Background: an optimization exercise with open tools, aiming at small area. Do not read the settings as production practice.
Function was not checked in any run shown here: the RTL went through the layout flow alone.
Power and IR drop assume default switching activity.

==> flow/design.v (outline; a module is shown in full before it is edited, if it fits) <==
// module firFa: 10 lines
// module firHa: 9 lines
// module firHold: 9 lines
// module eegFirFilter: 1310 lines
module eegFirFilter (
    input logic clk,
    input logic reset,
    input logic [12:0] sampleIn,
    output logic [30:0] filterOut
);
  // ...
==> flow/flow/run.sh <==
#!/bin/bash
# Layout flow: the standard ORFS flow, with the port buffers made from the
# smallest buffer cell (every input and output port still gets its own buffer).
set -euo pipefail
bash standard.sh "BUFFER_PORTS_ARGS=-buffer_cell sky130_fd_sc_hd__buf_1" finish > standard_flow.log 2>&1
==> flow/standard.sh <==
#!/bin/bash
# synth_recipe.tcl (not shown) runs the flow's synth.tcl, then flattens the netlist and writes it again
# the make line also repeats each setting of config.mk as NAME=value (left out here)
make -C /OpenROAD-flow-scripts/flow DESIGN_CONFIG=/design/flow/config.mk WORK_HOME=/design/flow/orfs CLKGATE_MAP_FILE= SYNTH_SCRIPT=/design/flow/synth_recipe.tcl "${@:-finish}"
==> flow/config.mk <==
export PLATFORM = sky130hd
export DESIGN_NAME = eegFirFilter
export DESIGN_NICKNAME = eegFirFilter
export VERILOG_FILES = /design/flow/design.v
export SDC_FILE = /design/flow/constraint.sdc
export NUM_CORES = 4
export LEC_CHECK = 0
export ABC_AREA = 0
export CAP_MARGIN = 20
export CORE_MARGIN = 2
export CORE_UTILIZATION = 75
export CTS_BUF_LIST = sky130_fd_sc_hd__clkbuf_8
export CTS_CLUSTER_DIAMETER = 70
export CTS_CLUSTER_SIZE = 16
export PLACE_DENSITY = 0.85
export SLEW_MARGIN = 20
export SYNTH_HIERARCHICAL = 1
export SYNTH_MINIMUM_KEEP_SIZE = 0
==> flow/constraint.sdc <==
create_clock -name core_clock -period 6.0 [get_ports {clk}]
set_input_delay 1.2000 -clock core_clock [delete_from_list [all_inputs] [get_ports {clk}]]
set_output_delay 1.2000 -clock core_clock [all_outputs]
set_load 0.01 [all_outputs]
==> reports/results.tsv, run 1 <==
metric	value	unit
Worst Setup Slack post-DPL	0.0552	ns
multiplexer share of the synthesized area	0	%
routed length on met3	2920	µm
Slew @ Worst Pin	0.860	ns
compound-cell area share of the yosys netlist	10.9	%
switching part of the total	27.8	%
CP arrival	6.38	ns
NonClk Buf Share	1.25	%
cell with the biggest individual delay on the critical path	sky130_fd_sc_hd__fa_2	
DP Area	17100	µm²
standard cell core area	21800	µm²
critical path depth in cells	13	
leading cell types by total area after synthesis	sky130_fd_sc_hd__fa_1 42%, sky130_fd_sc_hd__dfxtp_1 39%, sky130_fd_sc_hd__a22o_1 11%, sky130_fd_sc_hd__inv_1 3.6%, sky130_fd_sc_hd__ha_1 3.3%	
peak supply drop	0.000222	V
Die Y	153	µm
endpoint with the worst hold slack	d2[9]$_DFF_P_	
setup skew after layout	0.0397	ns
kind of cell with the highest combined delay on the critical path	adder cells	
Critical R2R Launch	w6[0]$_DFF_P_	
share of power burned in the clock network	27.0	%
main combinational cell family by area after synthesis	adder cells	
sequential power share	53.2	%
number of filler cells placed in the layout	1186	
sequential fraction of total cell area	36.7	%
half-perimeter wire length after placement	26900	µm
count of plain and timing-repair buffers in the layout	50	
number of iterations in the first detailed-routing pass	5	
GR Util All Layers	29.9	%
met2 wirelength from detailed routing	15700	µm
combinational cell fraction of total power	19.8	%
outcome	timing/DRC/antenna clean	
==> run 2: changes to the inputs <==
--- a/flow/design.v
+++ b/flow/design.v
@@ -131,73 +131,68 @@
     logic r3_28;
     logic r2_29;
     logic r3_30;
     logic r2_31;
     logic r3_32;
     logic r2_33;
     logic r3_34;
     logic r2_35;
-    logic r2_36;
+    logic r3_36;
     logic r2_37;
-    logic r3_38;
+    logic r2_38;
     logic r2_39;
-    logic r2_40;
-    logic r3_41;
+    logic r3_40;
+    logic r2_41;
     logic r2_42;
-    logic r2_43;
-    logic r3_44;
+    logic r3_43;
+    logic r2_44;
     logic r2_45;
-    logic r2_46;
+    logic r3_46;
     logic r2_47;
     logic r2_48;
     logic r3_49;
     logic r2_50;
     logic r2_51;
     logic r2_52;
     logic r3_53;
     logic r2_54;
     logic r2_55;
-    logic r3_56;
-    logic r2_57;
+    logic r2_56;
+    logic r3_57;
     logic r2_58;
     logic r2_59;
-    logic r3_60;
-    logic r2_61;
-    logic r2_62;
+    logic r2_60;
+    logic r3_61;
+    logic r3_62;
     logic r2_63;
-    logic r3_64;
+    logic r2_64;
     logic r3_65;
-    logic r2_66;
-    logic r2_67;
-    logic r3_68;
+    logic r3_66;
+    logic r3_67;
+    logic r2_68;
     logic r3_69;
     logic r3_70;
-    logic r2_71;
+    logic r3_71;
     logic r3_72;
     logic r3_73;
     logic r3_74;
     logic r3_75;
     logic r3_76;
     logic r3_77;
     logic r3_78;
     logic r3_79;
     logic r3_80;
     logic r3_81;
     logic r3_82;
     logic r3_83;
     logic r3_84;
     logic r3_85;
     logic r3_86;
     logic r3_87;
-    logic r3_88;
-    logic r3_89;
-    logic r3_90;
-    logic r3_91;
-    logic r3_92;
     always_ff @(posedge clk) begin
         v1 <= sampleIn[12] & ~reset;
         v2 <= v1 & ~reset;
         v3 <= v2 & ~reset;
         v4 <= v3 & ~reset;
     end
     always_ff @(posedge clk) begin
         d1[0] <= sampleIn[0];
@@ -925,19 +920,19 @@
     wire n335s, n335c;
     firFa u335 (.a(n322c), .b(n331s), .c(n334), .s(n335s), .co(n335c));
     wire n336 = ~n324c;
     wire n337s, n337c;
     firFa u337 (.a(n333s), .b(n336), .c(n335s), .s(n337s), .co(n337c));
     wire n338 = ~n202s;
     wire n339s, n339c;
     firFa u339 (.a(n337s), .b(n338), .c(n254s), .s(n339s), .co(n339c));
-    wire n340 = ~r2_37;
+    wire n340 = ~n339s;
     wire n341s, n341c;
-    firFa u341 (.a(r2_35), .b(r2_36), .c(n340), .s(n341s), .co(n341c));
+    firFa u341 (.a(n325c), .b(n327c), .c(n340), .s(n341s), .co(n341c));
     wire n342 = ~w8[7];
     wire n343s, n343c;
     firFa u343 (.a(n342), .b(n53s), .c(n40s), .s(n343s), .co(n343c));
     wire n344s, n344c;
     firFa u344 (.a(n343s), .b(n328c), .c(n245), .s(n344s), .co(n344c));
     wire n345s, n345c;
     firFa u345 (.a(n6s), .b(n32s), .c(n329c), .s(n345s), .co(n345c));
     wire n346s, n346c;
@@ -951,19 +946,19 @@
     firFa u350 (.a(n196s), .b(n8s), .c(n333c), .s(n350s), .co(n350c));
     wire n351 = ~n349s;
     wire n352s, n352c;
     firFa u352 (.a(n347s), .b(n351), .c(n335c), .s(n352s), .co(n352c));
     wire n353s, n353c;
     firFa u353 (.a(n350s), .b(n337c), .c(n352s), .s(n353s), .co(n353c));
     wire n354s, n354c;
     firFa u354 (.a(n353s), .b(n256s), .c(n339c), .s(n354s), .co(n354c));
-    wire n355 = ~r2_40;
+    wire n355 = ~r2_38;
     wire n356s, n356c;
-    firFa u356 (.a(r2_39), .b(n355), .c(n341c), .s(n356s), .co(n356c));
+    firFa u356 (.a(r2_37), .b(n355), .c(r2_39), .s(n356s), .co(n356c));
     wire n357s, n357c;
     firHa u357 (.a(n343c), .b(n169), .s(n357s), .co(n357c));
     wire n358s, n358c;
     firFa u358 (.a(n219), .b(n357s), .c(n344c), .s(n358s), .co(n358c));
     wire n359s, n359c;
     firFa u359 (.a(n7s), .b(n33s), .c(n345c), .s(n359s), .co(n359c));
     wire n360s, n360c;
     firFa u360 (.a(n109s), .b(n228s), .c(n346c), .s(n360s), .co(n360c));
@@ -976,20 +971,20 @@
     wire n364 = ~n352c;
     wire n365s, n365c;
     firFa u365 (.a(n180s), .b(n349c), .c(n364), .s(n365s), .co(n365c));
     wire n366 = ~n365s;
     wire n367s, n367c;
     firFa u367 (.a(n363s), .b(n353c), .c(n366), .s(n367s), .co(n367c));
     wire n368 = ~w8[8];
     wire n369s, n369c;
-    firFa u369 (.a(r2_42), .b(r2_43), .c(n368), .s(n369s), .co(n369c));
+    firFa u369 (.a(r2_41), .b(r2_42), .c(n368), .s(n369s), .co(n369c));
     wire n370 = ~n356c;
     wire n371s, n371c;
-    firFa u371 (.a(n9s), .b(n369s), .c(n370), .s(n371s), .co(n371c));
+    firFa u371 (.a(n9s), .b(n370), .c(n369s), .s(n371s), .co(n371c));
     wire n372 = ~n206s;
     wire n373s, n373c;
     firFa u373 (.a(n371s), .b(n372), .c(n258s), .s(n373s), .co(n373c));
     wire n374s, n374c;
     firFa u374 (.a(n357c), .b(n172s), .c(n222s), .s(n374s), .co(n374c));
     wire n375s, n375c;
     firFa u375 (.a(n374s), .b(n358c), .c(n8s), .s(n375s), .co(n375c));
     wire n376s, n376c;
@@ -997,275 +992,279 @@
     wire n377s, n377c;
     firFa u377 (.a(n230s), .b(n360c), .c(n250s), .s(n377s), .co(n377c));
     wire n378s, n378c;
     firFa u378 (.a(n375s), .b(n361c), .c(n376s), .s(n378s), .co(n378c));
     wire n379s, n379c;
     firFa u379 (.a(n200s), .b(n362c), .c(n377s), .s(n379s), .co(n379c));
     wire n380s, n380c;
     firFa u380 (.a(n378s), .b(n363c), .c(n379s), .s(n380s), .co(n380c));
-    wire n381 = ~r2_47;
+    wire n381 = ~n380s;
     wire n382s, n382c;
-    firFa u382 (.a(r2_45), .b(r2_46), .c(n381), .s(n382s), .co(n382c));
-    wire n383 = ~w8[9];
+    firFa u382 (.a(n182s), .b(n365c), .c(n381), .s(n382s), .co(n382c));
+    wire n383 = ~r2_44;
     wire n384s, n384c;
-    firFa u384 (.a(r2_48), .b(n383), .c(n369c), .s(n384s), .co(n384c));
-    wire n385 = ~n382s;
+    firFa u384 (.a(n383), .b(r2_45), .c(w8[9]), .s(n384s), .co(n384c));
+    wire n385s, n385c;
+    firFa u385 (.a(n369c), .b(n10s), .c(n371c), .s(n385s), .co(n385c));
     wire n386s, n386c;
-    firFa u386 (.a(n385), .b(n10s), .c(n384s), .s(n386s), .co(n386c));
-    wire n387s, n387c;
-    firFa u387 (.a(n371c), .b(n386s), .c(n260s), .s(n387s), .co(n387c));
-    wire n388 = ~n208s;
+    firFa u386 (.a(n385s), .b(n260s), .c(n373c), .s(n386s), .co(n386c));
+    wire n387 = ~n386s;
+    wire n388s, n388c;
+    firFa u388 (.a(n384s), .b(n208s), .c(n387), .s(n388s), .co(n388c));
     wire n389s, n389c;
-    firFa u389 (.a(n388), .b(n373c), .c(n387s), .s(n389s), .co(n389c));
+    firFa u389 (.a(n174s), .b(n224s), .c(n374c), .s(n389s), .co(n389c));
     wire n390s, n390c;
-    firFa u390 (.a(n174s), .b(n224s), .c(n374c), .s(n390s), .co(n390c));
+    firFa u390 (.a(n389s), .b(n375c), .c(n111s), .s(n390s), .co(n390c));
     wire n391s, n391c;
-    firFa u391 (.a(n390s), .b(n375c), .c(n111s), .s(n391s), .co(n391c));
+    firFa u391 (.a(n232s), .b(n376c), .c(n252s), .s(n391s), .co(n391c));
     wire n392s, n392c;
-    firFa u392 (.a(n232s), .b(n376c), .c(n252s), .s(n392s), .co(n392c));
+    firFa u392 (.a(n377c), .b(n378c), .c(n390s), .s(n392s), .co(n392c));
     wire n393s, n393c;
-    firFa u393 (.a(n377c), .b(n378c), .c(n391s), .s(n393s), .co(n393c));
+    firFa u393 (.a(n202s), .b(n379c), .c(n391s), .s(n393s), .co(n393c));
     wire n394s, n394c;
-    firFa u394 (.a(n202s), .b(n379c), .c(n392s), .s(n394s), .co(n394c));
-    wire n395s, n395c;
-    firFa u395 (.a(r2_50), .b(r2_51), .c(r2_52), .s(n395s), .co(n395c));
+    firFa u394 (.a(n392s), .b(n380c), .c(n393s), .s(n394s), .co(n394c));
+    wire n395 = ~r2_47;
     wire n396s, n396c;
-    firFa u396 (.a(n9s), .b(n35s), .c(n395s), .s(n396s), .co(n396c));
-    wire n397s, n397c;
-    firFa u397 (.a(w8[10]), .b(n382c), .c(n184s), .s(n397s), .co(n397c));
+    firFa u396 (.a(n395), .b(r2_48), .c(w8[10]), .s(n396s), .co(n396c));
+    wire n397 = ~n384c;
     wire n398s, n398c;
-    firFa u398 (.a(n384c), .b(n396s), .c(n11s), .s(n398s), .co(n398c));
-    wire n399 = ~n397s;
+    firFa u398 (.a(n9s), .b(n35s), .c(n397), .s(n398s), .co(n398c));
+    wire n399 = ~n398s;
     wire n400s, n400c;
-    firFa u400 (.a(n386c), .b(n399), .c(n398s), .s(n400s), .co(n400c));
-    wire n401s, n401c;
-    firFa u401 (.a(n400s), .b(n262s), .c(n387c), .s(n401s), .co(n401c));
-    wire n402 = ~n210s;
+    firFa u400 (.a(n396s), .b(n184s), .c(n399), .s(n400s), .co(n400c));
+    wire n401 = ~n400s;
+    wire n402s, n402c;
+    firFa u402 (.a(n11s), .b(n385c), .c(n401), .s(n402s), .co(n402c));
     wire n403s, n403c;
-    firFa u403 (.a(n402), .b(n389c), .c(n401s), .s(n403s), .co(n403c));
-    wire n404s, n404c;
-    firHa u404 (.a(n176s), .b(n226s), .s(n404s), .co(n404c));
+    firFa u403 (.a(n402s), .b(n262s), .c(n386c), .s(n403s), .co(n403c));
+    wire n404 = ~n403s;
     wire n405s, n405c;
-    firFa u405 (.a(n390c), .b(n404s), .c(n391c), .s(n405s), .co(n405c));
+    firFa u405 (.a(n210s), .b(n404), .c(n388c), .s(n405s), .co(n405c));
     wire n406s, n406c;
-    firFa u406 (.a(n254s), .b(n392c), .c(n393c), .s(n406s), .co(n406c));
+    firHa u406 (.a(n176s), .b(n226s), .s(n406s), .co(n406c));
     wire n407s, n407c;
-    firFa u407 (.a(n405s), .b(n204s), .c(n394c), .s(n407s), .co(n407c));
+    firFa u407 (.a(n389c), .b(n406s), .c(n390c), .s(n407s), .co(n407c));
     wire n408s, n408c;
-    firFa u408 (.a(r2_54), .b(r2_55), .c(w8[11]), .s(n408s), .co(n408c));
+    firFa u408 (.a(n254s), .b(n391c), .c(n392c), .s(n408s), .co(n408c));
     wire n409s, n409c;
-    firFa u409 (.a(n395c), .b(n408s), .c(n10s), .s(n409s), .co(n409c));
+    firFa u409 (.a(n407s), .b(n204s), .c(n393c), .s(n409s), .co(n409c));
     wire n410s, n410c;
-    firFa u410 (.a(n36s), .b(n396c), .c(n112s), .s(n410s), .co(n410c));
-    wire n411s, n411c;
-    firFa u411 (.a(n234s), .b(n409s), .c(n410s), .s(n411s), .co(n411c));
+    firFa u410 (.a(r2_50), .b(r2_51), .c(r2_52), .s(n410s), .co(n410c));
+    wire n411 = ~n396c;
     wire n412s, n412c;
-    firFa u412 (.a(n186s), .b(n397c), .c(n13s), .s(n412s), .co(n412c));
+    firFa u412 (.a(w8[11]), .b(n410s), .c(n411), .s(n412s), .co(n412c));
     wire n413s, n413c;
-    firFa u413 (.a(n398c), .b(n411s), .c(n400c), .s(n413s), .co(n413c));
+    firFa u413 (.a(n10s), .b(n36s), .c(n112s), .s(n413s), .co(n413c));
     wire n414s, n414c;
-    firFa u414 (.a(n413s), .b(n401c), .c(n264s), .s(n414s), .co(n414c));
-    wire n415 = ~n403c;
+    firFa u414 (.a(n234s), .b(n398c), .c(n412s), .s(n414s), .co(n414c));
+    wire n415 = ~n186s;
     wire n416s, n416c;
-    firFa u416 (.a(n412s), .b(n212s), .c(n415), .s(n416s), .co(n416c));
-    wire n417 = n416s ^ n414s;
-    wire n418 = n416s & ~n414s;
+    firFa u416 (.a(n415), .b(n413s), .c(n414s), .s(n416s), .co(n416c));
+    wire n417 = ~n416s;
+    wire n418s, n418c;
+    firFa u418 (.a(n400c), .b(n13s), .c(n417), .s(n418s), .co(n418c));
     wire n419s, n419c;
-    firFa u419 (.a(n404c), .b(n178s), .c(n228s), .s(n419s), .co(n419c));
+    firFa u419 (.a(n402c), .b(n403c), .c(n264s), .s(n419s), .co(n419c));
     wire n420s, n420c;
-    firFa u420 (.a(n419s), .b(n405c), .c(n256s), .s(n420s), .co(n420c));
-    wire n421s, n421c;
-    firFa u421 (.a(r2_57), .b(r2_58), .c(r2_59), .s(n421s), .co(n421c));
-    wire n422s, n422c;
-    firFa u422 (.a(n408c), .b(n421s), .c(n11s), .s(n422s), .co(n422c));
+    firFa u420 (.a(n418s), .b(n212s), .c(n405c), .s(n420s), .co(n420c));
+    wire n421 = n420s ^ n419s;
+    wire n422 = n420s & ~n419s;
     wire n423s, n423c;
-    firFa u423 (.a(n37s), .b(n409c), .c(n113s), .s(n423s), .co(n423c));
+    firFa u423 (.a(n406c), .b(n178s), .c(n228s), .s(n423s), .co(n423c));
     wire n424s, n424c;
-    firFa u424 (.a(n236s), .b(n410c), .c(n422s), .s(n424s), .co(n424c));
+    firFa u424 (.a(n423s), .b(n407c), .c(n256s), .s(n424s), .co(n424c));
     wire n425s, n425c;
-    firFa u425 (.a(n411c), .b(n423s), .c(n206s), .s(n425s), .co(n425c));
+    firFa u425 (.a(r2_54), .b(r2_55), .c(r2_56), .s(n425s), .co(n425c));
     wire n426s, n426c;
-    firFa u426 (.a(n13c), .b(n188s), .c(n412c), .s(n426s), .co(n426c));
+    firFa u426 (.a(n410c), .b(n425s), .c(n412c), .s(n426s), .co(n426c));
     wire n427s, n427c;
-    firFa u427 (.a(n424s), .b(n425s), .c(n413c), .s(n427s), .co(n427c));
+    firFa u427 (.a(n11s), .b(n37s), .c(n113s), .s(n427s), .co(n427c));
     wire n428s, n428c;
-    firFa u428 (.a(n427s), .b(n414c), .c(n214s), .s(n428s), .co(n428c));
+    firFa u428 (.a(n236s), .b(n413c), .c(n414c), .s(n428s), .co(n428c));
     wire n429s, n429c;
-    firFa u429 (.a(n426s), .b(n266s), .c(n416c), .s(n429s), .co(n429c));
-    wire n430 = ~n428s;
+    firFa u429 (.a(n426s), .b(n427s), .c(n206s), .s(n429s), .co(n429c));
+    wire n430 = ~n416c;
     wire n431s, n431c;
-    firFa u431 (.a(n430), .b(n418), .c(n429s), .s(n431s), .co(n431c));
-    wire n432s, n432c;
-    firHa u432 (.a(n180s), .b(n230s), .s(n432s), .co(n432c));
+    firFa u431 (.a(n13c), .b(n188s), .c(n430), .s(n431s), .co(n431c));
+    wire n432 = ~n418c;
     wire n433s, n433c;
-    firFa u433 (.a(r2_61), .b(r2_62), .c(r2_63), .s(n433s), .co(n433c));
+    firFa u433 (.a(n428s), .b(n429s), .c(n432), .s(n433s), .co(n433c));
     wire n434s, n434c;
-    firFa u434 (.a(n421c), .b(n433s), .c(n422c), .s(n434s), .co(n434c));
+    firFa u434 (.a(n433s), .b(n419c), .c(n214s), .s(n434s), .co(n434c));
     wire n435s, n435c;
-    firFa u435 (.a(n114s), .b(n238s), .c(n423c), .s(n435s), .co(n435c));
-    wire n436 = ~n258s;
+    firFa u435 (.a(n431s), .b(n266s), .c(n420c), .s(n435s), .co(n435c));
+    wire n436 = ~n434s;
     wire n437s, n437c;
-    firFa u437 (.a(n13s), .b(n39s), .c(n436), .s(n437s), .co(n437c));
+    firFa u437 (.a(n436), .b(n422), .c(n435s), .s(n437s), .co(n437c));
     wire n438s, n438c;
-    firFa u438 (.a(n424c), .b(n434s), .c(n435s), .s(n438s), .co(n438c));
+    firHa u438 (.a(n180s), .b(n230s), .s(n438s), .co(n438c));
     wire n439s, n439c;
-    firFa u439 (.a(n190s), .b(n208s), .c(n425c), .s(n439s), .co(n439c));
-    wire n440 = ~n438s;
+    firFa u439 (.a(r2_58), .b(r2_59), .c(r2_60), .s(n439s), .co(n439c));
+    wire n440s, n440c;
+    firFa u440 (.a(n425c), .b(n439s), .c(n426c), .s(n440s), .co(n440c));
     wire n441s, n441c;
-    firFa u441 (.a(n437s), .b(n426c), .c(n440), .s(n441s), .co(n441c));
-    wire n442 = ~n441s;
+    firFa u441 (.a(n114s), .b(n238s), .c(n427c), .s(n441s), .co(n441c));
+    wire n442s, n442c;
+    firFa u442 (.a(n428c), .b(n440s), .c(n258s), .s(n442s), .co(n442c));
     wire n443s, n443c;
-    firFa u443 (.a(n439s), .b(n427c), .c(n442), .s(n443s), .co(n443c));
+    firFa u443 (.a(n441s), .b(n190s), .c(n208s), .s(n443s), .co(n443c));
     wire n444s, n444c;
-    firFa u444 (.a(n443s), .b(n216s), .c(n428c), .s(n444s), .co(n444c));
-    wire n445 = ~n444s;
-    wire n446s, n446c;
-    firFa u446 (.a(n268s), .b(n429c), .c(n445), .s(n446s), .co(n446c));
+    firFa u444 (.a(n13s), .b(n39s), .c(n431c), .s(n444s), .co(n444c));
+    wire n445s, n445c;
+    firFa u445 (.a(n429c), .b(n442s), .c(n443s), .s(n445s), .co(n445c));
+    wire n446 = ~n444s;
     wire n447s, n447c;
-    firHa u447 (.a(r3_64), .b(r3_65), .s(n447s), .co(n447c));
+    firFa u447 (.a(n446), .b(n433c), .c(n445s), .s(n447s), .co(n447c));
     wire n448s, n448c;
-    firHa u448 (.a(n432c), .b(n182s), .s(n448s), .co(n448c));
-    wire n449s, n449c;
-    firFa u449 (.a(r2_66), .b(r2_67), .c(n433c), .s(n449s), .co(n449c));
-    wire n450 = ~n449s;
+    firFa u448 (.a(n447s), .b(n216s), .c(n434c), .s(n448s), .co(n448c));
+    wire n449 = ~n448s;
+    wire n450s, n450c;
+    firFa u450 (.a(n268s), .b(n435c), .c(n449), .s(n450s), .co(n450c));
     wire n451s, n451c;
-    firFa u451 (.a(n450), .b(n13c), .c(n39c), .s(n451s), .co(n451c));
+    firHa u451 (.a(r3_61), .b(r3_62), .s(n451s), .co(n451c));
     wire n452s, n452c;
-    firFa u452 (.a(n434c), .b(n435c), .c(n260s), .s(n452s), .co(n452c));
+    firHa u452 (.a(n438c), .b(n182s), .s(n452s), .co(n452c));
     wire n453s, n453c;
-    firFa u453 (.a(n451s), .b(n240s), .c(n437c), .s(n453s), .co(n453c));
-    wire n454s, n454c;
-    firFa u454 (.a(n116s), .b(n438c), .c(n192s), .s(n454s), .co(n454c));
+    firFa u453 (.a(r2_63), .b(r2_64), .c(n439c), .s(n453s), .co(n453c));
+    wire n454 = ~n453s;
     wire n455s, n455c;
-    firFa u455 (.a(n210s), .b(n439c), .c(n452s), .s(n455s), .co(n455c));
-    wire n456 = ~n454s;
-    wire n457s, n457c;
-    firFa u457 (.a(n453s), .b(n456), .c(n441c), .s(n457s), .co(n457c));
-    wire n458 = ~n457s;
+    firFa u455 (.a(n454), .b(n13c), .c(n39c), .s(n455s), .co(n455c));
+    wire n456s, n456c;
+    firFa u456 (.a(n440c), .b(n441c), .c(n260s), .s(n456s), .co(n456c));
+    wire n457 = ~n442c;
+    wire n458s, n458c;
+    firFa u458 (.a(n455s), .b(n240s), .c(n457), .s(n458s), .co(n458c));
     wire n459s, n459c;
-    firFa u459 (.a(n455s), .b(n458), .c(n443c), .s(n459s), .co(n459c));
-    wire n460s, n460c;
-    firFa u460 (.a(n459s), .b(n218s), .c(n444c), .s(n460s), .co(n460c));
-    wire n461 = ~r3_69;
+    firFa u459 (.a(n116s), .b(n192s), .c(n210s), .s(n459s), .co(n459c));
+    wire n460 = ~n444c;
+    wire n461s, n461c;
+    firFa u461 (.a(n443c), .b(n456s), .c(n460), .s(n461s), .co(n461c));
     wire n462s, n462c;
-    firFa u462 (.a(r3_68), .b(n461), .c(r3_70), .s(n462s), .co(n462c));
-    wire n463s, n463c;
-    firHa u463 (.a(n447c), .b(n462s), .s(n463s), .co(n463c));
+    firFa u462 (.a(n445c), .b(n459s), .c(n461s), .s(n462s), .co(n462c));
+    wire n463 = ~n458s;
     wire n464s, n464c;
-    firHa u464 (.a(r2_71), .b(n449c), .s(n464s), .co(n464c));
+    firFa u464 (.a(n463), .b(n447c), .c(n462s), .s(n464s), .co(n464c));
     wire n465s, n465c;
-    firFa u465 (.a(n184s), .b(n234s), .c(n464s), .s(n465s), .co(n465c));
-    wire n466s, n466c;
-    firFa u466 (.a(n465s), .b(n192c), .c(n262s), .s(n466s), .co(n466c));
+    firFa u465 (.a(n464s), .b(n218s), .c(n448c), .s(n465s), .co(n465c));
+    wire n466 = ~r3_66;
     wire n467s, n467c;
-    firFa u467 (.a(n451c), .b(n242s), .c(n453c), .s(n467s), .co(n467c));
+    firFa u467 (.a(r3_65), .b(n466), .c(r3_67), .s(n467s), .co(n467c));
     wire n468s, n468c;
-    firFa u468 (.a(n452c), .b(n454c), .c(n455c), .s(n468s), .co(n468c));
-    wire n469 = ~n466s;
+    firHa u468 (.a(n451c), .b(n467s), .s(n468s), .co(n468c));
+    wire n469s, n469c;
+    firHa u469 (.a(r2_68), .b(n453c), .s(n469s), .co(n469c));
     wire n470s, n470c;
-    firFa u470 (.a(n118s), .b(n469), .c(n467s), .s(n470s), .co(n470c));
-    wire n471 = ~n457c;
+    firFa u470 (.a(n184s), .b(n234s), .c(n469s), .s(n470s), .co(n470c));
+    wire n471s, n471c;
+    firFa u471 (.a(n470s), .b(n192c), .c(n262s), .s(n471s), .co(n471c));
     wire n472s, n472c;
-    firFa u472 (.a(n212s), .b(n471), .c(n468s), .s(n472s), .co(n472c));
-    wire n473 = ~n470s;
-    wire n474s, n474c;
-    firFa u474 (.a(n473), .b(n459c), .c(n472s), .s(n474s), .co(n474c));
-    wire n475 = ~r3_74;
+    firFa u472 (.a(n455c), .b(n242s), .c(n458c), .s(n472s), .co(n472c));
+    wire n473s, n473c;
+    firFa u473 (.a(n456c), .b(n459c), .c(n471s), .s(n473s), .co(n473c));
+    wire n474 = ~n212s;
+    wire n475s, n475c;
+    firFa u475 (.a(n118s), .b(n472s), .c(n474), .s(n475s), .co(n475c));
     wire n476s, n476c;
-    firFa u476 (.a(r3_72), .b(r3_73), .c(n475), .s(n476s), .co(n476c));
-    wire n477 = ~n462c;
+    firFa u476 (.a(n461c), .b(n473s), .c(n462c), .s(n476s), .co(n476c));
+    wire n477 = ~n475s;
     wire n478s, n478c;
-    firFa u478 (.a(r3_75), .b(n477), .c(n476s), .s(n478s), .co(n478c));
-    wire n479 = n463c ^ n478s;
-    wire n480 = n463c & ~n478s;
-    wire n481s, n481c;
-    firHa u481 (.a(n464c), .b(n186s), .s(n481s), .co(n481c));
+    firFa u478 (.a(n477), .b(n464c), .c(n476s), .s(n478s), .co(n478c));
+    wire n479 = ~r3_71;
+    wire n480s, n480c;
+    firFa u480 (.a(r3_69), .b(r3_70), .c(n479), .s(n480s), .co(n480c));
+    wire n481 = ~n467c;
     wire n482s, n482c;
-    firFa u482 (.a(n236s), .b(n465c), .c(n481s), .s(n482s), .co(n482c));
-    wire n483s, n483c;
-    firFa u483 (.a(n482s), .b(n119), .c(n466c), .s(n483s), .co(n483c));
-    wire n484 = ~n264s;
+    firFa u482 (.a(r3_72), .b(n481), .c(n480s), .s(n482s), .co(n482c));
+    wire n483 = n468c ^ n482s;
+    wire n484 = n468c & ~n482s;
     wire n485s, n485c;
-    firFa u485 (.a(n243), .b(n467c), .c(n484), .s(n485s), .co(n485c));
+    firHa u485 (.a(n469c), .b(n186s), .s(n485s), .co(n485c));
     wire n486s, n486c;
-    firFa u486 (.a(n470c), .b(n214s), .c(n485s), .s(n486s), .co(n486c));
+    firFa u486 (.a(n236s), .b(n470c), .c(n485s), .s(n486s), .co(n486c));
     wire n487s, n487c;
-    firFa u487 (.a(n468c), .b(n483s), .c(n472c), .s(n487s), .co(n487c));
-    wire n488s, n488c;
-    firFa u488 (.a(r3_76), .b(r3_77), .c(r3_78), .s(n488s), .co(n488c));
-    wire n489 = ~r3_79;
+    firFa u487 (.a(n486s), .b(n119), .c(n471c), .s(n487s), .co(n487c));
+    wire n488 = ~n264s;
+    wire n489s, n489c;
+    firFa u489 (.a(n243), .b(n472c), .c(n488), .s(n489s), .co(n489c));
     wire n490s, n490c;
-    firFa u490 (.a(n489), .b(n488s), .c(n476c), .s(n490s), .co(n490c));
-    wire n491 = ~n480;
+    firFa u490 (.a(n475c), .b(n214s), .c(n489s), .s(n490s), .co(n490c));
+    wire n491s, n491c;
+    firFa u491 (.a(n473c), .b(n487s), .c(n476c), .s(n491s), .co(n491c));
     wire n492s, n492c;
-    firFa u492 (.a(n490s), .b(n478c), .c(n491), .s(n492s), .co(n492c));
-    wire n493s, n493c;
-    firHa u493 (.a(n481c), .b(n188s), .s(n493s), .co(n493c));
+    firFa u492 (.a(n478c), .b(n491s), .c(n272), .s(n492s), .co(n492c));
+    wire n493 = ~r3_73;
     wire n494s, n494c;
-    firFa u494 (.a(n238s), .b(n482c), .c(n493s), .s(n494s), .co(n494c));
-    wire n495 = ~n120;
+    firFa u494 (.a(n493), .b(r3_74), .c(n480c), .s(n494s), .co(n494c));
+    wire n495 = ~n484;
     wire n496s, n496c;
-    firFa u496 (.a(n494s), .b(n244), .c(n495), .s(n496s), .co(n496c));
-    wire n497 = ~n485c;
+    firFa u496 (.a(n494s), .b(n482c), .c(n495), .s(n496s), .co(n496c));
+    wire n497s, n497c;
+    firHa u497 (.a(n485c), .b(n188s), .s(n497s), .co(n497c));
     wire n498s, n498c;
-    firFa u498 (.a(n483c), .b(n496s), .c(n497), .s(n498s), .co(n498c));
-    wire n499s, n499c;
-    firFa u499 (.a(n266s), .b(n216s), .c(n486c), .s(n499s), .co(n499c));
-    wire n500 = ~r3_82;
-    wire n501s, n501c;
-    firFa u501 (.a(r3_80), .b(r3_81), .c(n500), .s(n501s), .co(n501c));
+    firFa u498 (.a(n238s), .b(n486c), .c(n497s), .s(n498s), .co(n498c));
+    wire n499 = ~n120;
+    wire n500s, n500c;
+    firFa u500 (.a(n498s), .b(n244), .c(n499), .s(n500s), .co(n500c));
+    wire n501 = ~n489c;
     wire n502s, n502c;
-    firFa u502 (.a(n488c), .b(n501s), .c(n490c), .s(n502s), .co(n502c));
-    wire n503 = n502s ^ n492c;
-    wire n504 = n502s | n492c;
-    wire n505 = n190s ^ n240s;
-    wire n506 = n190s | n240s;
-    wire n507s, n507c;
-    firFa u507 (.a(n493c), .b(n494c), .c(n505), .s(n507s), .co(n507c));
-    wire n508s, n508c;
-    firFa u508 (.a(n507s), .b(n496c), .c(n498c), .s(n508s), .co(n508c));
-    wire n509s, n509c;
-    firFa u509 (.a(n268s), .b(n218s), .c(n499c), .s(n509s), .co(n509c));
-    wire n510 = ~r3_84;
+    firFa u502 (.a(n487c), .b(n500s), .c(n501), .s(n502s), .co(n502c));
+    wire n503s, n503c;
+    firFa u503 (.a(n266s), .b(n216s), .c(n490c), .s(n503s), .co(n503c));
+    wire n504 = ~n503s;
+    wire n505s, n505c;
+    firFa u505 (.a(n502s), .b(n491c), .c(n504), .s(n505s), .co(n505c));
+    wire n506s, n506c;
+    firFa u506 (.a(r3_75), .b(r3_76), .c(n494c), .s(n506s), .co(n506c));
+    wire n507 = n506s ^ n496c;
+    wire n508 = n506s | n496c;
+    wire n509 = n190s ^ n240s;
+    wire n510 = n190s | n240s;
     wire n511s, n511c;
-    firFa u511 (.a(r3_83), .b(n510), .c(n501c), .s(n511s), .co(n511c));
+    firFa u511 (.a(n497c), .b(n498c), .c(n509), .s(n511s), .co(n511c));
     wire n512s, n512c;
-    firFa u512 (.a(n511s), .b(n502c), .c(n504), .s(n512s), .co(n512c));
+    firFa u512 (.a(n511s), .b(n500c), .c(n502c), .s(n512s), .co(n512c));
     wire n513s, n513c;
-    firFa u513 (.a(n506), .b(n192s), .c(n242s), .s(n513s), .co(n513c));
-    wire n514s, n514c;
-    firFa u514 (.a(n513s), .b(n218c), .c(n270s), .s(n514s), .co(n514c));
-    wire n515 = ~r3_87;
+    firFa u513 (.a(n268s), .b(n218s), .c(n503c), .s(n513s), .co(n513c));
+    wire n514 = ~r3_78;
+    wire n515s, n515c;
+    firFa u515 (.a(r3_77), .b(n514), .c(r3_79), .s(n515s), .co(n515c));
     wire n516s, n516c;
-    firFa u516 (.a(r3_85), .b(r3_86), .c(n515), .s(n516s), .co(n516c));
-    wire n517 = ~r3_88;
+    firFa u516 (.a(n515s), .b(n506c), .c(n508), .s(n516s), .co(n516c));
+    wire n517s, n517c;
+    firFa u517 (.a(n510), .b(n192s), .c(n242s), .s(n517s), .co(n517c));
     wire n518s, n518c;
-    firFa u518 (.a(n517), .b(n516s), .c(n511c), .s(n518s), .co(n518c));
-    wire n519 = n518s ^ n512c;
-    wire n520 = n518s | n512c;
-    wire n521s, n521c;
-    firFa u521 (.a(n192c), .b(n243), .c(n513c), .s(n521s), .co(n521c));
+    firFa u518 (.a(n517s), .b(n218c), .c(n270s), .s(n518s), .co(n518c));
+    wire n519 = ~r3_82;
+    wire n520s, n520c;
+    firFa u520 (.a(r3_80), .b(r3_81), .c(n519), .s(n520s), .co(n520c));
+    wire n521 = ~r3_83;
     wire n522s, n522c;
-    firFa u522 (.a(r3_89), .b(r3_74), .c(r3_90), .s(n522s), .co(n522c));
-    wire n523 = ~n522s;
-    wire n524s, n524c;
-    firFa u524 (.a(n523), .b(n516c), .c(n518c), .s(n524s), .co(n524c));
-    wire n525 = n524s ^ n520;
-    wire n526 = n524s | n520;
-    wire n527 = ~r3_92;
+    firFa u522 (.a(n521), .b(n515c), .c(n520s), .s(n522s), .co(n522c));
+    wire n523 = n522s ^ n516c;
+    wire n524 = n522s | n516c;
+    wire n525s, n525c;
+    firFa u525 (.a(n192c), .b(n243), .c(n517c), .s(n525s), .co(n525c));
+    wire n526s, n526c;
+    firFa u526 (.a(r3_84), .b(r3_71), .c(r3_85), .s(n526s), .co(n526c));
+    wire n527 = ~n526s;
     wire n528s, n528c;
-    firFa u528 (.a(r3_91), .b(n527), .c(r3_78), .s(n528s), .co(n528c));
-    wire n529 = ~n522c;
-    wire n530s, n530c;
-    firFa u530 (.a(n529), .b(n528s), .c(n524c), .s(n530s), .co(n530c));
-    wire n531 = n530s ^ n526;
-    wire n532 = n530s | n526;
-    wire n533s, n533c;
-    firFa u533 (.a(n528c), .b(n530c), .c(n532), .s(n533s), .co(n533c));
+    firFa u528 (.a(n527), .b(n520c), .c(n522c), .s(n528s), .co(n528c));
+    wire n529 = n528s ^ n524;
+    wire n530 = n528s | n524;
+    wire n531 = ~n525c;
+    wire n532s, n532c;
+    firFa u532 (.a(n244), .b(n531), .c(n272), .s(n532s), .co(n532c));
+    wire n533 = ~n526c;
+    wire n534s, n534c;
+    firFa u534 (.a(r3_86), .b(n533), .c(n528c), .s(n534s), .co(n534c));
+    wire n535 = n534s ^ n530;
+    wire n536 = n534s | n530;
+    wire n537s, n537c;
+    firFa u537 (.a(r3_87), .b(n534c), .c(n536), .s(n537s), .co(n537c));
     always_ff @(posedge clk) begin
         r2_0 <= n8c;
         r2_1 <= n21c;
         r2_2 <= n34c;
         r2_3 <= n47c;
         r2_4 <= n60c;
         r2_5 <= n73c;
         r2_6 <= n86c;
@@ -1292,95 +1291,90 @@
         r2_27 <= n289;
         r3_28 <= r2_27;
         r2_29 <= n301s;
         r3_30 <= r2_29;
         r2_31 <= n314s;
         r3_32 <= r2_31;
         r2_33 <= n327s;
         r3_34 <= r2_33;
-        r2_35 <= n325c;
-        r2_36 <= n327c;
-        r2_37 <= n339s;
-        r3_38 <= n341s;
-        r2_39 <= n204s;
-        r2_40 <= n354s;
-        r3_41 <= n356s;
-        r2_42 <= n367s;
-        r2_43 <= n354c;
-        r3_44 <= n373s;
-        r2_45 <= n182s;
-        r2_46 <= n365c;
-        r2_47 <= n380s;
-        r2_48 <= n367c;
-        r3_49 <= n389s;
-        r2_50 <= n393s;
-        r2_51 <= n380c;
-        r2_52 <= n394s;
-        r3_53 <= n403s;
-        r2_54 <= n406s;
-        r2_55 <= n407s;
-        r3_56 <= n417;
-        r2_57 <= n406c;
-        r2_58 <= n407c;
-        r2_59 <= n420s;
-        r3_60 <= n431s;
-        r2_61 <= n419c;
-        r2_62 <= n432s;
-        r2_63 <= n420c;
-        r3_64 <= n431c;
-        r3_65 <= n446s;
-        r2_66 <= n232s;
-        r2_67 <= n448s;
-        r3_68 <= n270s;
-        r3_69 <= n460s;
-        r3_70 <= n446c;
-        r2_71 <= n448c;
-        r3_72 <= n218c;
-        r3_73 <= n474s;
-        r3_74 <= n271;
-        r3_75 <= n460c;
-        r3_76 <= n474c;
-        r3_77 <= n487s;
-        r3_78 <= n272;
-        r3_79 <= n486s;
-        r3_80 <= n498s;
-        r3_81 <= n487c;
-        r3_82 <= n499s;
-        r3_83 <= n508s;
-        r3_84 <= n509s;
-        r3_85 <= n507c;
-        r3_86 <= n508c;
-        r3_87 <= n509c;
-        r3_88 <= n514s;
-        r3_89 <= n521s;
-        r3_90 <= n514c;
-        r3_91 <= n244;
-        r3_92 <= n521c;
+        r2_35 <= n341s;
+        r3_36 <= r2_35;
+        r2_37 <= n204s;
+        r2_38 <= n354s;
+        r2_39 <= n341c;
+        r3_40 <= n356s;
+        r2_41 <= n367s;
+        r2_42 <= n354c;
+        r3_43 <= n373s;
+        r2_44 <= n367c;
+        r2_45 <= n382s;
+        r3_46 <= n388s;
+        r2_47 <= n394s;
+        r2_48 <= n382c;
+        r3_49 <= n405s;
+        r2_50 <= n408s;
+        r2_51 <= n394c;
+        r2_52 <= n409s;
+        r3_53 <= n421;
+        r2_54 <= n408c;
+        r2_55 <= n409c;
+        r2_56 <= n424s;
+        r3_57 <= n437s;
+        r2_58 <= n423c;
+        r2_59 <= n438s;
+        r2_60 <= n424c;
+        r3_61 <= n437c;
+        r3_62 <= n450s;
+        r2_63 <= n232s;
+        r2_64 <= n452s;
+        r3_65 <= n270s;
+        r3_66 <= n465s;
+        r3_67 <= n450c;
+        r2_68 <= n452c;
+        r3_69 <= n218c;
+        r3_70 <= n478s;
+        r3_71 <= n271;
+        r3_72 <= n465c;
+        r3_73 <= n490s;
+        r3_74 <= n492s;
+        r3_75 <= n492c;
+        r3_76 <= n505s;
+        r3_77 <= n512s;
+        r3_78 <= n513s;
+        r3_79 <= n505c;
+        r3_80 <= n511c;
+        r3_81 <= n512c;
+        r3_82 <= n513c;
+        r3_83 <= n518s;
+        r3_84 <= n525s;
+        r3_85 <= n518c;
+        r3_86 <= n532s;
+        r3_87 <= n532c;
     end
     logic [23:0] sum;
     assign sum[0] = ~r3_24;
     assign sum[1] = r3_26;
     assign sum[2] = ~r3_28;
     assign sum[3] = r3_30;
     assign sum[4] = r3_32;
     assign sum[5] = r3_34;
-    assign sum[6] = r3_38;
-    assign sum[7] = r3_41;
-    assign sum[8] = ~r3_44;
-    assign sum[9] = ~r3_49;
-    assign sum[10] = ~r3_53;
-    assign sum[11] = ~r3_56;
-    assign sum[12] = r3_60;
-    assign sum[13] = n447s;
-    assign sum[14] = n463s;
-    assign sum[15] = ~n479;
-    assign sum[16] = ~n492s;
-    assign sum[17] = n503;
-    assign sum[18] = ~n512s;
-    assign sum[19] = n519;
-    assign sum[20] = n525;
-    assign sum[21] = n531;
-    assign sum[22] = ~n533s;
-    assign sum[23] = n533c;
+    assign sum[6] = r3_36;
+    assign sum[7] = r3_40;
+    assign sum[8] = ~r3_43;
+    assign sum[9] = r3_46;
+    assign sum[10] = r3_49;
+    assign sum[11] = ~r3_53;
+    assign sum[12] = r3_57;
+    assign sum[13] = n451s;
+    assign sum[14] = n468s;
+    assign sum[15] = ~n483;
+    assign sum[16] = ~n496s;
+    assign sum[17] = n507;
+    assign sum[18] = ~n516s;
+    assign sum[19] = n523;
+    assign sum[20] = n529;
+    assign sum[21] = n535;
+    assign sum[22] = ~n537s;
+    assign sum[23] = n537c;
     assign filterOut = {v4, outCount == 5'd17, {6{sum[23]}}, sum[22:0]};
 endmodule
 `default_nettype wire
==> run 2 against run 1 <==
Sequential power about the same. Core utilization increased by 0.30 points. Synthesized area decreased by 0.44%. Worst setup slack got worse by 0.016 ns. Wire length increased by 1.7%. Final area about the same. Still clean on timing, DRC and antenna. Clock-buffer cell count unchanged. Die area decreased by 0.43%. Critical path depth unchanged.
==> reports/results.tsv, run 2 <==
metric	value	unit	change
TritonCTS clock tree	done		unchanged
half-perimeter wire length after placement	26900	µm	about the same
clock transition at the registers of the reported paths	0.10	ns	about the same
endpoint of the worst-slack reg-to-reg timing path	r2_45$_DFF_P_		was r2_40$_DFF_P_
Starting Density	76.2	%	was 76.3%
net count after synthesis	1529		unchanged
weighted congestion at the end of routability-driven global placement	0.913		was 0.909
mean post-synth cell area	14.8	µm²	about the same
number of different library cells in the post-synthesis netlist	19		was 20
slack of the critical path	0.0561	ns	was 0.0720 ns
Max stage delay on crit path	0.64	ns	was 0.63 ns
total chip power	4.14	mW	was 4.31 mW
number of filler cells placed in the layout	1163		was 1186
antenna violations before repair	0		unchanged
Worst Setup Slack post-DPL	-0.110	ns	was 0.0552 ns
number of core rows	54		unchanged
layout cell share with drive strength beyond 1	8.58	%	was 4.49%
worst-case headroom to the max-slew limit	37.1	%	was 41.9%
Residual DRC	0		unchanged
achievable clock frequency	168	MHz	was 169 MHz
setup skew after layout	0.0219	ns	was 0.0397 ns
average wire length per cell after detail routing	23.1	µm	was 22.9 µm
Hold Path Origin	r2_27$_DFF_P_		was d1[9]$_DFF_P_
kind of cell with the highest combined delay on the critical path	adder cells		unchanged
critical path launch point type	register		unchanged
period utilization	99.1	%	was 98.8%
post-synthesis to final-layout area growth	6.07	%	was 5.54%
Die Width	153	µm	about the same
hold-fix buffers at CTS	0		unchanged
number of iterations in the first detailed-routing pass	6		was 5
Initial DRC Count	757		was 742
outcome	timing/DRC/antenna clean		unchanged
register-to-register setup slack	0.06	ns	was 0.07 ns
post-route cell area	17600	µm²	about the same
classification of the worst-slack hold path	reg -> reg		unchanged
time the final worst path needs with I/O delays and setup	5.94	ns	was 5.93 ns
leading cell types by total area after synthesis	sky130_fd_sc_hd__fa_1 42%, sky130_fd_sc_hd__dfxtp_1 38%, sky130_fd_sc_hd__a22o_1 11%, sky130_fd_sc_hd__inv_1 3.7%, sky130_fd_sc_hd__ha_1 3.3%		was sky130_fd_sc_hd__fa_1 42%, sky130_fd_sc_hd__dfxtp_1 39%, sky130_fd_sc_hd__a22o_1 11%, sky130_fd_sc_hd__inv_1 3.6%, sky130_fd_sc_hd__ha_1 3.3%
DP Area	17000	µm²	was 17100 µm²
Reg2Reg Depth	13		unchanged
final setup TNS	0	ns	unchanged
most frequent standard cell in the layout excluding fill and tap cells	sky130_fd_sc_hd__dfxtp_1		was sky130_fd_sc_hd__fa_1
Die Y	153	µm	about the same
Clk Latency, worst-skew pair	0.58	ns	was 0.60 ns
clk root buf	sky130_fd_sc_hd__clkbuf_8		unchanged
power density normalized to cell area	236	nW/µm²	was 246 nW/µm²
standard cell core area	21800	µm²	about the same
nature of the critical path endpoint	register		unchanged
unrepaired setup endpoints after global routing	yes		
total leakage power	7.92	nW	was 7.99 nW
portion of the post-synthesis area used by sequential elements	38.3	%	was 38.7%
worst endpoint required time	6.46	ns	was 6.45 ns
fin. max-slew vios	0		unchanged
peak supply drop	0.000219	V	was 0.000222 V
Seq cells post-synth	317		was 322
leading cell types in the layout, fill and taps excluded	310 x sky130_fd_sc_hd__dfxtp_1, 305 x sky130_fd_sc_hd__fa_1, 204 x sky130_fd_sc_hd__a22o_1, 162 x sky130_fd_sc_hd__inv_1, 45 x sky130_fd_sc_hd__buf_1		was 333 x sky130_fd_sc_hd__fa_1, 322 x sky130_fd_sc_hd__dfxtp_1, 204 x sky130_fd_sc_hd__a22o_1, 161 x sky130_fd_sc_hd__inv_1, 45 x sky130_fd_sc_hd__buf_1
Post-Syn Area	16600	µm²	about the same
Yosys top cell by area	sky130_fd_sc_hd__fa_1		unchanged
fraction of post-synthesis cell area in the top cell type by area	42.0	%	was 41.9%
Antenna Nets Post-Route	0		unchanged
worst path bufs/invs	1		unchanged
floorplan die area	23300	µm²	was 23400 µm²
largest net degree at the start of global routing	69		was 137
maximum capacitance violations	0		unchanged
# port buffers	45		unchanged
buffer levels on the longest clock path	3		unchanged
synthesized netlist cell count	1122		unchanged
endpoint with the worst hold slack	r3_28$_DFF_P_		was d2[9]$_DFF_P_
most frequent cells after synthesis	348 x sky130_fd_sc_hd__fa_1, 317 x sky130_fd_sc_hd__dfxtp_1, 204 x sky130_fd_sc_hd__a22o_1		was 348 x sky130_fd_sc_hd__fa_1, 322 x sky130_fd_sc_hd__dfxtp_1, 204 x sky130_fd_sc_hd__a22o_1
sinks on the clock net	317		was 322
cell count of the worst hold path	0		unchanged
number of synthesized flops with an enable pin	0		unchanged
proportion of register bits with asynchronous set or reset after synthesis	0	%	unchanged
nets@finish	1595		was 1583
via count of the first global-routing pass	10000		was 9932
wire length of the first global-routing pass	53700	µm	was 53400 µm
CP arrival	6.40	ns	was 6.38 ns
GR Util All Layers	30.1	%	was 29.9%
Antenna Cells	0		unchanged
critical-path cell list	ha_1 -> fa_1 -> fa_1 -> fa_1 -> fa_2 -> fa_1 -> fa_1 -> fa_1 -> fa_1 -> fa_1 -> fa_1 -> inv_1 -> fa_1		was ha_1 -> fa_1 -> fa_1 -> fa_1 -> fa_1 -> fa_1 -> fa_1 -> fa_1 -> fa_1 -> fa_2 -> inv_1 -> fa_1 -> fa_1
kind of critical path	reg -> reg		unchanged
I/O pin total	46		unchanged
H-tree depth	1		unchanged
highest fanout seen on the critical path	3		unchanged
Critical R2R Launch	w5[0]$_DFF_P_		was w6[0]$_DFF_P_
number of CTS-inserted buffers	24		unchanged
Hold Vio Cnt, Final	0		unchanged
primary flip-flop cell chosen by synthesis mapping	sky130_fd_sc_hd__dfxtp_1		unchanged
total detailed-routing wirelength	34000	µm	was 33400 µm
final-report setup violation count	0		unchanged
Slew @ Worst Pin	0.942	ns	was 0.860 ns
overall overflow remaining after global route	0		unchanged
vias after detailed routing	9055		was 8938
mean number of vias per cell	6.16		was 6.12
count of warnings emitted by yosys	15		unchanged
cell with the most instances after synthesis	sky130_fd_sc_hd__fa_1		unchanged
crit-path most repeated cell	sky130_fd_sc_hd__fa_1		unchanged
cell with the biggest individual delay on the critical path	sky130_fd_sc_hd__fa_2		unchanged
## run 2: metrics by stage
stage          utilization, %  cells  hold slack [ns]
6_report                 80.8   1469            0.333
5_1_grt                  80.8   1469            0.343
4_1_cts                  80.1   1460            0.335
3_5_place_dp             78.2   1431            0.313
3_3_place_gp             78.2   1431            0.310
2_1_floorplan               -   1122            0.310
## run 2: modules after synthesis (local to each module, per instance)
module	copies in the design	cells inside	flops+latches	cell area (µm²)
eegFirFilter	1	548	317	7550
firFa	347	1	0	20.0
firHa	23	1	0	12.5
firHold	204	1	0	8.76
## run 2: repair_timing
| item | CTS | global route |
|---|---|---|
| cloned | 0 | 0 |
| resized for setup | 18 | 33 |
| setup buffers | 2 | 9 |
| pin swaps | 5 | 26 |
| setup endpoints to repair | 10 | 13 |
## run 2: worst max path at each step
stage	end	cells after the start	startpoint
after floorplan	r2_45$_DFF_P_	13	w3[0]$_DFF_P_
after global placement	r2_35$_DFF_P_	14	w13[0]$_DFF_P_
after detailed placement	r2_35$_DFF_P_	14	w3[0]$_DFF_P_
after CTS	r2_45$_DFF_P_	13	w5[0]$_DFF_P_
after global routing	r2_45$_DFF_P_	13	w5[0]$_DFF_P_
final	r2_45$_DFF_P_	13	w5[0]$_DFF_P_
## run 2: final cells by class
class / instances / area, µm² / area share [%]
clock buffer: 24 / 330 / 1.88
timing repair buffer: 63 / 304 / 1.73
multi-input combinational: 620 / 9590 / 54.5
sequential: 317 / 6350 / 36.2
clock inverter: 3 / 41.3 / 0.235
tap: 280 / 350 / 1.99
inverter: 162 / 608 / 3.46
## run 2: power by group
part	switching (mW)	leakage [nW]	total (mW)	internal (mW)
sequential	0.0353	2.58	2.26	2.22
combinational	0.500	5.15	0.857	0.357
clock	0.658	0.191	1.03	0.373
total	1.19	7.92	4.14	2.95
## run 2: cell families after synthesis
| group | count (synthesis) | share of synthesized area [%] |
|---|---|---|
| xor+xnor | 2 | 0.106 |
| flops | 317 | 38.3 |
| buf+inv | 185 | 4.69 |
| simple gates | 18 | 0.604 |
| fa+ha+maj | 392 | 45.4 |
| compound gates | 208 | 10.9 |
## run 2: layer usage
layer / GRT usage [%] / wire length, µm / vias to the layer above
li1: - / - / 3808
met1: 44.3 / 14000 / 4744
met2: 46.0 / 15900 / 427
met3: 7.85 / 3080 / 76
met4: 8.55 / 1020 / 0
met5: 0 / 0 / -

-- what the ideal ports hide --
In the flow no input, the clock included, has a driving cell. The finished layouts below were timed again as built, in two steps. Step 1 (the two cells are an assumption about what drives the block):
set clk [get_ports {clk}]
set_driving_cell -lib_cell sky130_fd_sc_hd__clkbuf_16 $clk
set_driving_cell -lib_cell sky130_fd_sc_hd__buf_2 [delete_from_list [all_inputs] $clk]
Step 2 moves the port delays by t, midway between the first and last clock arrival at a register: inputs arrive t later, outputs are due t later. That takes back most of the time a late clock gives input paths. Three values: ideal ports, drivers, drivers and shift; two values: the first two.
run	t, ns	setup WS [ns]	clock arrival spread, ns	pins driven straight from the clock port
run 1	0.631	0.072 / 0.072 / 0.072	0.040 / 0.039	1
run 2	0.615	0.056 / 0.056 / 0.056	0.029 / 0.029	1
After both steps setup and hold are still met in every run listed.
